Source: an optimization exercise on an open RTL-to-GDS flow (aim: small area). Production flows keep margins and buffers that such runs may drop. Function was checked by simulation only, so behaviour that the tests miss may differ from the original. Power and IR drop assume default switching activity.

File: run.sh
#!/bin/bash
# synth_recipe.tcl (not shown) runs the flow's synth.tcl, then flattens the netlist and writes it again
# the make line also repeats each setting of config.mk as NAME=value (left out here)
make -C /OpenROAD-flow-scripts/flow DESIGN_CONFIG=/design/flow/config.mk WORK_HOME=/design/flow/orfs CLKGATE_MAP_FILE= SYNTH_SCRIPT=/design/flow/synth_recipe.tcl finish
File: config.mk
export PLATFORM = sky130hd
export DESIGN_NAME = calc_top
export DESIGN_NICKNAME = calc_top
export VERILOG_FILES = /design/flow/design.v
export SDC_FILE = /design/flow/constraint.sdc
export NUM_CORES = 8
export LEC_CHECK = 0
export CAP_MARGIN = 20
export CORE_MARGIN = 2
export CORE_UTILIZATION = 45
export SLEW_MARGIN = 20
File: constraint.sdc
create_clock -name core_clock -period 400.0 [get_ports {clk}]
set_input_delay 80.0000 -clock core_clock [delete_from_list [all_inputs] [get_ports {clk}]]
set_output_delay 80.0000 -clock core_clock [all_outputs]
set_load 0.01 [all_outputs]
File: design.v
package calc_data_pkg;
    typedef logic [64-1:0] calc_word_t;
    typedef logic [1:0] size_sel_t;
    typedef enum logic [2:0] {
        pick_class,
        pick_op,
        pick_size,
        enter_a,
        enter_b
    } entry_prompt_e;
    typedef struct packed {
        logic       valid;
        calc_word_t value;
    } unit_result_s;
endpackage
package calc_cmd_pkg;
    typedef enum logic [1:0] {
        class_arith,
        class_logic,
        class_fetch,
        class_store
    } calc_class_e;
    typedef enum logic [2:0] {
        arith_add,
        arith_sub,
        arith_mul,
        arith_div,
        arith_rem
    } arith_op_e;
    typedef enum logic [2:0] {
        logic_and,
        logic_nand,
        logic_or,
        logic_nor,
        logic_xor,
        logic_xnor,
        logic_not
    } logic_op_e;
    typedef struct packed {
        logic       spare;
        logic [1:0] idx;
    } reg_sel_s;
    typedef union packed {
        arith_op_e arith_op;
        logic_op_e logic_op;
        reg_sel_s  reg_sel;
    } calc_op_u;
    typedef struct packed {
        calc_class_e              cls;
        calc_op_u                 op;
        logic [1:0]               size;
        logic [64-1:0]  a;
        logic [64-1:0]  b;
    } calc_cmd_s;
endpackage
`timescale 1ns/1ps
module button_debouncer (
    input  logic clk,
    input  logic rst,
    input  logic button,
    output logic press
);
    localparam int CNT_W = $clog2(4 + 1);
    logic [1:0]       sync;
    logic             sample;
    logic             stable;
    logic [CNT_W-1:0] cnt;
    assign sample = sync[1];
    always_ff @(posedge clk) begin
        if (rst) begin
            sync   <= 2'b00;
            stable <= 1'b0;
            cnt    <= '0;
            press  <= 1'b0;
        end else begin
            sync  <= {sync[0], button};
            press <= 1'b0;
            if (sample == stable) begin
                cnt <= '0;
            end else if (cnt == CNT_W'(4 - 1)) begin
                cnt    <= '0;
                stable <= sample;
                press  <= sample;
            end else begin
                cnt <= cnt + 1'b1;
            end
        end
    end
endmodule
`timescale 1ns/1ps
module entry_sequencer (
    input  logic                         clk,
    input  logic                         rst,
    input  logic                         press,
    input  logic [16-1:0]     switches,
    output calc_data_pkg::entry_prompt_e prompt,
    output calc_cmd_pkg::calc_cmd_s      cmd,
    output logic                         cmd_valid
);
    calc_cmd_pkg::calc_cmd_s      work;
    calc_cmd_pkg::calc_cmd_s      work_nxt;
    calc_data_pkg::entry_prompt_e prompt_nxt;
    calc_data_pkg::size_sel_t     chunk;
    calc_data_pkg::size_sel_t     chunk_nxt;
    logic                         last_chunk;
    logic                         skip_a;
    logic                         skip_b;
    logic                         issue;
    assign last_chunk = (chunk == work.size);
    assign skip_a = (work.cls == calc_cmd_pkg::class_fetch);
    assign skip_b = skip_a ||
                    (work.cls == calc_cmd_pkg::class_store) ||
                    ((work.cls == calc_cmd_pkg::class_logic) &&
                     (work.op.logic_op == calc_cmd_pkg::logic_not));
    always_comb begin
        work_nxt   = work;
        prompt_nxt = prompt;
        chunk_nxt  = chunk;
        issue      = 1'b0;
        if (press) begin
            case (prompt)
                calc_data_pkg::pick_class: begin
                    work_nxt     = '0;
                    work_nxt.cls = calc_cmd_pkg::calc_class_e'(switches[1:0]);
                    prompt_nxt   = calc_data_pkg::pick_op;
                end
                calc_data_pkg::pick_op: begin
                    work_nxt.op = calc_cmd_pkg::calc_op_u'(switches[2:0]);
                    prompt_nxt  = calc_data_pkg::pick_size;
                end
                calc_data_pkg::pick_size: begin
                    work_nxt.size = switches[1:0];
                    chunk_nxt     = '0;
                    if (skip_a) begin
                        issue      = 1'b1;
                        prompt_nxt = calc_data_pkg::pick_class;
                    end else begin
                        prompt_nxt = calc_data_pkg::enter_a;
                    end
                end
                calc_data_pkg::enter_a: begin
                    work_nxt.a[chunk * 16 +: 16] = switches;
                    if (!last_chunk) begin
                        chunk_nxt = chunk + 2'd1;
                    end else if (skip_b) begin
                        issue      = 1'b1;
                        prompt_nxt = calc_data_pkg::pick_class;
                    end else begin
                        chunk_nxt  = '0;
                        prompt_nxt = calc_data_pkg::enter_b;
                    end
                end
                calc_data_pkg::enter_b: begin
                    work_nxt.b[chunk * 16 +: 16] = switches;
                    if (!last_chunk) begin
                        chunk_nxt = chunk + 2'd1;
                    end else begin
                        issue      = 1'b1;
                        prompt_nxt = calc_data_pkg::pick_class;
                    end
                end
                default: begin
                    prompt_nxt = calc_data_pkg::pick_class;
                end
            endcase
        end
    end
    always_ff @(posedge clk) begin
        if (rst) begin
            prompt    <= calc_data_pkg::pick_class;
            chunk     <= '0;
            cmd_valid <= 1'b0;
        end else begin
            prompt    <= prompt_nxt;
            chunk     <= chunk_nxt;
            cmd_valid <= issue;
        end
        work <= work_nxt;
        if (issue) begin
            cmd <= work_nxt;
        end
    end
endmodule
`timescale 1ns/1ps
module int_arith (
    input  logic                        clk,
    input  logic                        rst,
    input  calc_cmd_pkg::calc_cmd_s     cmd,
    input  logic                        cmd_valid,
    output calc_data_pkg::unit_result_s res
);
    calc_data_pkg::calc_word_t value_nxt;
    logic                      hit;
    assign hit = cmd_valid && (cmd.cls == calc_cmd_pkg::class_arith);
    always_comb begin
        case (cmd.op.arith_op)
            calc_cmd_pkg::arith_add: value_nxt = cmd.a + cmd.b;
            calc_cmd_pkg::arith_sub: value_nxt = cmd.a - cmd.b;
            calc_cmd_pkg::arith_mul: value_nxt = cmd.a * cmd.b;
            calc_cmd_pkg::arith_div: value_nxt = (cmd.b == '0) ? '1 : cmd.a / cmd.b;
            calc_cmd_pkg::arith_rem: value_nxt = (cmd.b == '0) ? cmd.a : cmd.a % cmd.b;
            default:                 value_nxt = '0;
        endcase
    end
    always_ff @(posedge clk) begin
        if (rst) begin
            res.valid <= 1'b0;
        end else begin
            res.valid <= hit;
        end
        if (hit) begin
            res.value <= value_nxt;
        end
    end
endmodule
`timescale 1ns/1ps
module int_logic (
    input  logic                        clk,
    input  logic                        rst,
    input  calc_cmd_pkg::calc_cmd_s     cmd,
    input  logic                        cmd_valid,
    output calc_data_pkg::unit_result_s res
);
    calc_data_pkg::calc_word_t value_nxt;
    logic                      hit;
    assign hit = cmd_valid && (cmd.cls == calc_cmd_pkg::class_logic);
    always_comb begin
        case (cmd.op.logic_op)
            calc_cmd_pkg::logic_and:  value_nxt = cmd.a & cmd.b;
            calc_cmd_pkg::logic_nand: value_nxt = ~(cmd.a & cmd.b);
            calc_cmd_pkg::logic_or:   value_nxt = cmd.a | cmd.b;
            calc_cmd_pkg::logic_nor:  value_nxt = ~(cmd.a | cmd.b);
            calc_cmd_pkg::logic_xor:  value_nxt = cmd.a ^ cmd.b;
            calc_cmd_pkg::logic_xnor: value_nxt = ~(cmd.a ^ cmd.b);
            calc_cmd_pkg::logic_not:  value_nxt = ~cmd.a;
            default:                  value_nxt = '0;
        endcase
    end
    always_ff @(posedge clk) begin
        if (rst) begin
            res.valid <= 1'b0;
        end else begin
            res.valid <= hit;
        end
        if (hit) begin
            res.value <= value_nxt;
        end
    end
endmodule
`timescale 1ns/1ps
module result_bank (
    input  logic                        clk,
    input  logic                        rst,
    input  calc_cmd_pkg::calc_cmd_s     cmd,
    input  logic                        cmd_valid,
    input  calc_data_pkg::unit_result_s arith_res,
    input  calc_data_pkg::unit_result_s logic_res,
    output calc_data_pkg::calc_word_t   result,
    output logic                        sign,
    output logic                        done
);
    localparam int NUM_CHUNKS = 64 / 16;
    calc_data_pkg::calc_word_t regs [4];
    calc_data_pkg::calc_word_t pick;
    calc_data_pkg::calc_word_t mask;
    calc_data_pkg::calc_word_t trunc;
    logic                      is_rf;
    logic                      rf_valid;
    logic                      pick_valid;
    logic                      trunc_top;
    assign is_rf = (cmd.cls == calc_cmd_pkg::class_fetch) ||
                   (cmd.cls == calc_cmd_pkg::class_store);
    always_ff @(posedge clk) begin
        if (rst) begin
            rf_valid <= 1'b0;
        end else begin
            rf_valid <= cmd_valid && is_rf;
        end
    end
    assign pick_valid = arith_res.valid || logic_res.valid || rf_valid;
    always_comb begin
        if (arith_res.valid) begin
            pick = arith_res.value;
        end else if (logic_res.valid) begin
            pick = logic_res.value;
        end else if (cmd.cls == calc_cmd_pkg::class_store) begin
            pick = cmd.a;
        end else begin
            pick = regs[cmd.op.reg_sel.idx];
        end
    end
    always_comb begin
        mask      = {64{1'b1}} >> (16 * (NUM_CHUNKS - 1 - int'(cmd.size)));
        trunc     = pick & mask;
        trunc_top = trunc[16 * (int'(cmd.size) + 1) - 1];
    end
    always_ff @(posedge clk) begin
        if (rst) begin
            for (int i = 0; i < 4; i++) begin
                regs[i] <= '0;
            end
            result <= '0;
            sign   <= 1'b0;
            done   <= 1'b0;
        end else begin
            done <= pick_valid;
            if (pick_valid) begin
                result <= trunc;
                sign   <= trunc_top;
            end
            if (rf_valid && (cmd.cls == calc_cmd_pkg::class_store)) begin
                regs[cmd.op.reg_sel.idx] <= cmd.a;
            end
        end
    end
endmodule
`timescale 1ns/1ps
module calc_top (
    input  logic                         clk,
    input  logic                         rst,
    input  logic                         enable,
    input  logic [16-1:0]     switches,
    output calc_data_pkg::entry_prompt_e prompt,
    output calc_data_pkg::calc_word_t    result,
    output logic                         sign,
    output logic                         done
);
    logic                        press;
    logic                        cmd_valid;
    calc_cmd_pkg::calc_cmd_s     cmd;
    calc_data_pkg::unit_result_s arith_res;
    calc_data_pkg::unit_result_s logic_res;
    button_debouncer debounce_i (
        .clk(clk), .rst(rst), .button(enable), .press(press)
    );
    entry_sequencer seq_i (
        .clk(clk), .rst(rst), .press(press), .switches(switches),
        .prompt(prompt), .cmd(cmd), .cmd_valid(cmd_valid)
    );
    int_arith arith_i (
        .clk(clk), .rst(rst), .cmd(cmd), .cmd_valid(cmd_valid), .res(arith_res)
    );
    int_logic logic_i (
        .clk(clk), .rst(rst), .cmd(cmd), .cmd_valid(cmd_valid), .res(logic_res)
    );
    result_bank bank_i (
        .clk(clk), .rst(rst), .cmd(cmd), .cmd_valid(cmd_valid),
        .arith_res(arith_res), .logic_res(logic_res),
        .result(result), .sign(sign), .done(done)
    );
endmodule
==> results.rst <==
.. list-table::
   :header-rows: 1

   * - Metric
     - Value
   * - Overflow left after global routing
     - 0
   * - Final setup viols
     - 0
   * - Clock transition at the registers of the reported paths
     - approximately 90 ps
   * - Total routed wirelength
     - roughly 1300000 microns
   * - Distinct cell type count after synthesis
     - between 100 and 150
   * - Root buffer cell
     - sky130_fd_sc_hd__clkbuf_16
   * - Net Count, Synth
     - about 33000
   * - Setup TNS
     - 0 ps
   * - Critical Path Start Type
     - flop
   * - Unrepaired setup endpoints after global routing
     - false
   * - Count of TritonRoute iterations in the first routing pass
     - 19
   * - Post-detailed-route via-to-cell ratio
     - about 6.8
   * - Site Rows
     - approximately 260
   * - Final worst-path cycle share
     - 58.8%
   * - Clock sink total
     - 738
   * - Number of nets still failing antenna checks after routing
     - 0
   * - Highest metal layer with signal wires
     - met5
   * - Part of the total power dissipated in the clock network
     - 0%
   * - Sequential fraction of design power
     - 0%
   * - Number of placed instances with taps included
     - about 35000
   * - Initial Utilization
     - a little under half
   * - CTS H-tree depth
     - 3
   * - Number of hold violations in the final report
     - 0
   * - Worst flop-to-flop path startpoint
     - seq_i.cmd[42]
   * - Critical Path Most Common Cell
     - sky130_fd_sc_hd__a21oi_1
   * - Reg2Reg Depth
     - around 740
   * - Chip Width
     - roughly 700 microns
   * - Part of the power in combinational logic
     - between 90% and 100%
   * - Sequential area share after synthesis
     - between 9 and 10%
   * - # port buffers
     - between 80 and 90
   * - Leakage power summed over all cells
     - between 100 and 150 nW
   * - Total power of the final layout
     - between 2 and 2.5 W
   * - Power spent charging and discharging nets
     - between 1 and 1.5 W
   * - Beginning of the worst hold path
     - debounce_i.cnt[0]
   * - Flop-to-flop setup slack
     - about 160000 ps
   * - Worst hold path depth
     - 1
   * - Endpoint kind of the worst setup timing path
     - flop
   * - Post-Syn Area
     - ~220000 sq um
   * - Total power per unit cell area
     - 9720 nW/um^2
   * - Worst hold path type
     - reg -> reg
   * - IR Drop Worst-Case VDD
     - around 0.0095 V
   * - Portion of synthesized cell area occupied by the leading cell type
     - around 17%
   * - Ports
     - between 80 and 90
   * - Clk pwr
     - between 0.00008 and 0.00009 W
   * - Launching instance or port of the critical path
     - seq_i.cmd[42]
   * - Setup crit end
     - arith_i.res[57]
   * - Routability-driven placement congestion ratio
     - between 1 and 1.5
   * - Remaining DRCs
     - 0
   * - Maximum operating frequency
     - ~0.0043 GHz
   * - Number of design-rule violations left by the first detailed-router iteration
     - between 30000 and 40000
   * - Detailed placer's ending HPWL
     - between 900000 and 1000000 microns
   * - Largest net degree at the start of global routing
     - between 90 and 100
   * - Synth-to-layout area growth
     - 6.81%
   * - Switching Fraction
     - 61.5%
   * - Die outline height
     - about 700 microns
   * - Fraction of final layout cells with drive strength greater than 1
     - under 10%
   * - Worst Max-Slew Pin Slew
     - approximately 1400 ps
   * - Number of warning messages in the yosys log
     - 5
   * - Run status
     - complete, no violations
   * - Die footprint
     - ~490000 sq um
   * - Clock skew after layout
     - 73.1 ps
   * - Per-instance average area after synthesis
     - roughly 7.6 sq um
   * - Post-cts gate resize count
     - 0
   * - Number of instances in the synthesized netlist
     - between 20000 and 30000
   * - Crit path depth
     - between 900 and 1000
   * - Post-route core utilization
     - roughly 48%
   * - Kind of cell adding the most delay to the critical path
     - compound AO/OA/AOI/OAI gates
   * - Via count of the first global-routing pass
     - 222000
   * - Terminating pin of the worst hold path
     - debounce_i.cnt[0]
   * - Antenna violations before repair
     - 181
   * - Flip-flop and latch power
     - between 0.00009 and 0.0001 W
   * - Critical path data arrival time
     - 235790 ps
   * - Post-detailed-route wirelength per cell
     - between 30 and 40 microns
   * - Number of standard cells in the layout, taps in and fillers out
     - 35400
   * - Final Net Count
     - 33100
   * - Count of vias placed by the detailed router
     - ~240k
   * - Hold WS
     - about 420 ps
   * - Clock tree from TritonCTS
     - done
   * - Critical Path Slowest Stage Cell
     - sky130_fd_sc_hd__o31ai_1
   * - Flip-flop cell with the highest count after synthesis
     - sky130_fd_sc_hd__edfxtp_1
   * - Worst slew margin relative to its limit
     - under 10%
   * - Buffers inserted during post-CTS setup optimization
     - 0
   * - Yosys top cell by area
     - sky130_fd_sc_hd__fa_1
   * - Number of maximum-capacitance violations
     - 0
   * - Wl on met1
     - roughly 450000 microns
   * - Largest cells by area after synthesis
     - sky130_fd_sc_hd__fa_1 17%, sky130_fd_sc_hd__ha_1 15%, sky130_fd_sc_hd__nand2_1 7.2%
   * - Global Route Usage Sum
     - between 40 and 50%
   * - Power group with the largest share
     - combinational cells
   * - Critical path class
     - reg -> reg
   * - Share of flip-flops with an asynchronous set or reset after synthesis
     - 0%
   * - First-pass GRT wire length
     - about 1700000 microns
   * - Core area
     - between 400000 and 500000 sq um
   * - Number of enable flip-flop cells after synthesis
     - between 500 and 600
   * - Maximum clock path buffer count
     - 3
   * - Skew-Pair Late Insertion Delay
     - approximately 840 ps
   * - Number of buffers inserted during clock tree synthesis
     - 87
   * - Delay of the slowest cell on the worst path
     - between 1000 and 1500 ps
   * - RR Endpoint
     - arith_i.res[57]
   * - Wire length on met3
     - about 180000 microns
   * - Critical path required time
     - between 400000 and 500000 ps
   * - Post-route minimum period
     - 235260 ps
   * - CTS Hold Buffers Added
     - 0
   * - Power dissipated in combinational cells
     - about 2.3 W
   * - Max-slew violation total from the final report
     - 0
   * - Cell internal pwr
     - between 0.8 and 0.9 W
   * - Total length of routed met2 wires
     - just under 500000 microns
   * - Buf+Inv Stages, Crit Path
     - 70
   * - Seq cells post-synth
     - roughly 740
   * - Crit-path max FO
     - between 60 and 70
cells in the mapped netlist, drive strengths merged (86+ instances only):
cell and count:
nand4 257, and2 161, a21oi 2180, nor2 2950, a22oi 100, nor3 544
or3 205, fa 1833, o22ai 119, o211ai 213, a22o 141, nand2b 264
xor2 758, a21boi 86, o21a 452, dfxtp 219, a21o 861, o31ai 159
a211oi 192, nor4 176, clkbuf 928, xnor2 1222, inv 2402, a221oi 86
or2 113, o21bai 195, o21ai 1604, buf 390, mux2 162, nand3 583
ha 2595, and3 182, nand2 4186, nor2b 326, mux2i 151, a31oi 298
edfxtp 519
state kept, by name, summed over array words and instances, names as in the netlist, 2 cells and up, named ones only:
register,cells
bank_i.regs,256
seq_i.cmd,135
seq_i.work,135
arith_i.res,65
logic_i.res,65
bank_i.result,64
debounce_i.cnt,3
seq_i.prompt,3
debounce_i.sync,2
seq_i.chunk,2
layer usage:
metal  up-vias  global-route usage (%)
met3      5187                    18.8
li1     100000                       -
met2     18400                    69.1
met1    116000                    58.6
met5         -                    1.98
met4       102                    42.8
through the flow:
stage | setup slack (ps) | cell area (sq um)
3_3_place_gp | 173930 | 230000
3_5_place_dp | 175520 | 230000
6_report | 164740 | 234000
4_1_cts | 174630 | 233000
5_1_grt | 156780 | 233000
2_1_floorplan | 213610 | 219000
cell type report:
| cell class | count | area [sq um] |
|---|---|---|
| fill | 48800 | 251000 |
| clock inverter | 55 | 711 |
| multi-input combinational | 24500 | 186000 |
| antenna | 190 | 475 |
| inverter | 2431 | 9220 |
| tap | 6450 | 8070 |
| timing repair buffer | 917 | 7360 |
| sequential | 738 | 20000 |
| clock buffer | 108 | 2330 |
cell usage in the layout (no fill, tap or decap), types with 287 or more instances in the layout:
master                     synthesis  routed
sky130_fd_sc_hd__edfxtp_1        519     519
sky130_fd_sc_hd__nand2_1        4184    4181
sky130_fd_sc_hd__buf_4             4     804
sky130_fd_sc_hd__nor2_1         2944    2921
sky130_fd_sc_hd__a21o_1          861     859
sky130_fd_sc_hd__fa_1           1833    1833
sky130_fd_sc_hd__a31oi_1         294     287
sky130_fd_sc_hd__nand3_1         581     580
sky130_fd_sc_hd__o21ai_0        1465    1431
sky130_fd_sc_hd__ha_1           2595    2595
sky130_fd_sc_hd__nor3_1          534     522
sky130_fd_sc_hd__nor2b_1         326     324
sky130_fd_sc_hd__xnor2_1        1222    1220
sky130_fd_sc_hd__xor2_1          758     758
sky130_fd_sc_hd__inv_1          2390    2349
sky130_fd_sc_hd__a21oi_1        2168    2154
sky130_fd_sc_hd__o21a_1          452     448
cells by family after synthesis:
kind of cell | share of synthesized area, %
buffers and inverters | 6.46
adders and majority gates | 31.6
xor gates and xnor gates | 7.92
and+or+nand+nor | 20.5
AOI/OAI and AO/OA | 22.3
muxes | 2.18
DFF | 9.12

-- port drivers added, routing unchanged --
In the flow no input, the clock included, has a driving cell. The finished layout below was timed again as built, in two steps. Step 1: set_driving_cell puts a clkbuf_16 on clk and a buf_2 on each other input, an assumption about the parent block. Step 2 also shifts input and output timing later by t, the mid clock arrival at the registers, as if the neighbouring blocks saw the same clock. Slacks: ideal / step 1 / step 2; pairs: ideal / step 1.
shift t [ns]: 0.920
slack for setup (ns): 164.743 / 164.743 / 164.743
worst setup path after step 2: register to register
latest minus earliest clock arrival (ns): 0.074 / 0.074
After both steps setup and hold are still met in this run. The setup slack of this run moves by 0.000 ns with the drivers and by 0.000 ns with both steps.
